From an optimization exercise on the open Yosys and OpenROAD flow, aimed at small area, a short achievable clock period and few clock cycles per item; shortcuts taken in it are not production practice. RTL that was checked went through simulation tests only; none was proved equivalent to the original.

## modular_exponentiation
module modular_exponentiation (
    input  wire logic                  clk,
    input  wire logic                  rst_n,
    input  wire logic                  in_valid,
    output logic                       in_ready,
    input  wire mexp_pkg::word_t       message,
    output logic                       out_valid,
    input  wire logic                  out_ready,
    output mexp_pkg::word_t            power_result,
    input  wire logic                  cfg_valid,
    output logic                       cfg_ready,
    input  wire mexp_pkg::cfg_index_t  cfg_index,
    input  wire mexp_pkg::word_t       cfg_data
);
make LEC_CHECK=0 CAP_MARGIN=20 CORE_MARGIN=2 CORE_UTILIZATION=60 SETUP_SLACK_MARGIN=3.3 SLEW_MARGIN=20 finish   # period 6.5 ns
run.sh (not shown) runs the stock make flow with config.mk's settings and CLKGATE_MAP_FILE= SYNTH_SCRIPT=/design/flow/synth_recipe.tcl, a recipe that flattens the netlist after the stock synthesis.
The baseline finished clean.
Testbench counts at the start, summed over its fixed seeds: cycles 210,240, items 192.
Edit:
--- a/flow/config.mk
+++ b/flow/config.mk
@@ -9,4 +9,4 @@
 export CORE_MARGIN = 2
 export CORE_UTILIZATION = 60
-export SETUP_SLACK_MARGIN = 3.3
+export SETUP_SLACK_MARGIN = 2.85
 export SLEW_MARGIN = 20
What happened:
- non-clock buffer count falls by 90
- global-route usage shrinks by 1.3 points
- sequential share of layout area rises by 1.2 points
- count of clock-buffer cells in the layout went down by 7
Edit:
--- a/flow/config.mk
+++ b/flow/config.mk
@@ -6,4 +6,5 @@
 export NUM_CORES = 4
 export LEC_CHECK = 0
+export ABC_AREA = 1
 export CAP_MARGIN = 20
 export CORE_MARGIN = 2
- final area goes up by 4.4%
- non-clock buffer count is lower by 2
- area after synthesis went up by 4.9%
- wire length goes up by 19%
- utilization went down by 0.62 points
- flip-flop and latch count does not change
- via count is higher by 23%
Edit:
--- a/flow/config.mk
+++ b/flow/config.mk
@@ -6,8 +6,7 @@
 export NUM_CORES = 4
 export LEC_CHECK = 0
-export ABC_AREA = 1
 export CAP_MARGIN = 20
 export CORE_MARGIN = 2
 export CORE_UTILIZATION = 60
-export SETUP_SLACK_MARGIN = 2.85
+export SETUP_SLACK_MARGIN = 3.1
 export SLEW_MARGIN = 20
=>
- wire length fell by roughly a tenth
- synthesized area goes down by a few percent
- flip-flop and latch count does not change
- setup slack improves by 140 ps
- register-to-register slack is better by 130 ps
- cell count drops by about a fifth
- core utilization rose by 2.1 points

* * *

build 63:
Another version of the RTL of modular_exponentiation (not shown whole).
Size: ~350 flip-flops, roughly 110 I/O pins.
export LEC_CHECK = 0
export CAP_MARGIN = 20
export CORE_MARGIN = 2
export CORE_UTILIZATION = 70
export GPL_TIMING_DRIVEN = 1
export SETUP_SLACK_MARGIN = 4.5
export SLEW_MARGIN = 20
create_clock -name core_clock -period 6.5 [get_ports {clk}]
Build 63 did not finish; a tool error ended it in global routing.
The following lists how build 67 was set up differently from build 63:
Settings: GPL_TIMING_DRIVEN removed (was 1); SETUP_SLACK_MARGIN changed from 4.5 to 3.5; CORE_UTILIZATION changed from 70 to 40.
Looking at the logs for build 63 and build 67, the single run that did not finish was build 63. Relative to build 63, the number of standard-cell rows in the floorplan measured on build 67 has increased by more than a quarter. Post-cts gate resize count, build 63 and build 67, higher one = build 63. As of build 67, placer congestion estimate had fallen by a little under 10% compared to build 63. Row die extent in y: build 67 higher / build 63 lower. On horizontal extent of the die, the lower figure sits with build 63, not build 67. Synthesized area came out exactly the same in build 63 and build 67. Against build 63, number of buffers added by the clock tree synthesis step in build 67 rose by more than 10%.
Input changes introduced in build 24 (baseline for comparison: build 67):
Settings: SETUP_SLACK_MARGIN no longer set, was 3.5.
Findings:
Lower fraction of area in registers goes to build 67 over build 24.
From build 67 to build 24 the numbers moved as follows: wire length dropped about 6%, area growth from synthesis to layout dropped 15 points, clock-buffer cell count climbed 1.6%, fraction of the mapped netlist area in adder cells barely changed.
Build 24 did not stop at any stage, and its layout met the timing, DRC and antenna checks.
mlq_reg[2] as the endpoint of the worst setup timing path was reported by build 67, and sqq_reg[2] by build 24.
### build 24 -> build 6
Settings: putting SETUP_SLACK_MARGIN at 3.5 where nothing was set; swapping 40 for 65 in CORE_UTILIZATION.
Results
Build 6 against build 24; total of plain and repair buffers excluding clock buffers is up by more than 100%. Build 6 vs. build 24: maximum number of pins on one net before global-route repair went up by 11%. Build 6 vs build 24: multi-input combinational cell count up slightly. The post-route standard cell area excluding fillers of build 6 was inferior to that of build 24. In the metrics for build 24 and build 6, the one carrying the lower overall track demand over capacity in global routing is build 24.
No functional check of the RTL was part of any run of this note.

port drivers added, routing unchanged:
How much do the figures lean on ideal ports? The routed layouts below were timed once more, with nothing changed but the port constraints. Step 1 assumes that a clkbuf_16 drives the clock port and a buf_2 every other input. Step 2 also shifts input and output timing later by t, the mid clock arrival at the registers, as if the neighbouring blocks saw the same clock. a / b / c = ideal ports / drivers / drivers and shift; a / b = the first two.
run	shift t [ns]	slack for setup (ns)	latest minus earliest clock arrival (ns)	worst slew at a driven data input, ns	cell pins on the clock port's net
the first run of note 1	0.613	3.121 / 3.121 / 3.121	0.019 / 0.019	0.05	1
the second run of note 1	0.623	2.946 / 2.946 / 2.946	0.022 / 0.022	0.05	1
the third run of note 1	0.615	2.950 / 2.891 / 2.622	0.015 / 0.015	0.04	1
the fourth run of note 1	0.617	3.087 / 3.087 / 3.087	0.026 / 0.025	0.05	1
build 67	0.641	2.730 / 2.730 / 2.730	0.033 / 0.033	0.06	1
build 24	0.633	1.665 / 1.665 / 1.665	0.017 / 0.017	0.05	1
build 6	0.622	2.711 / 2.658 / 2.824	0.032 / 0.032	0.06	1
After both steps setup and hold are still met in every run listed. The setup slack of the third run of note 1, which loses most, moves by -0.059 ns with the drivers and by -0.328 ns with both steps.
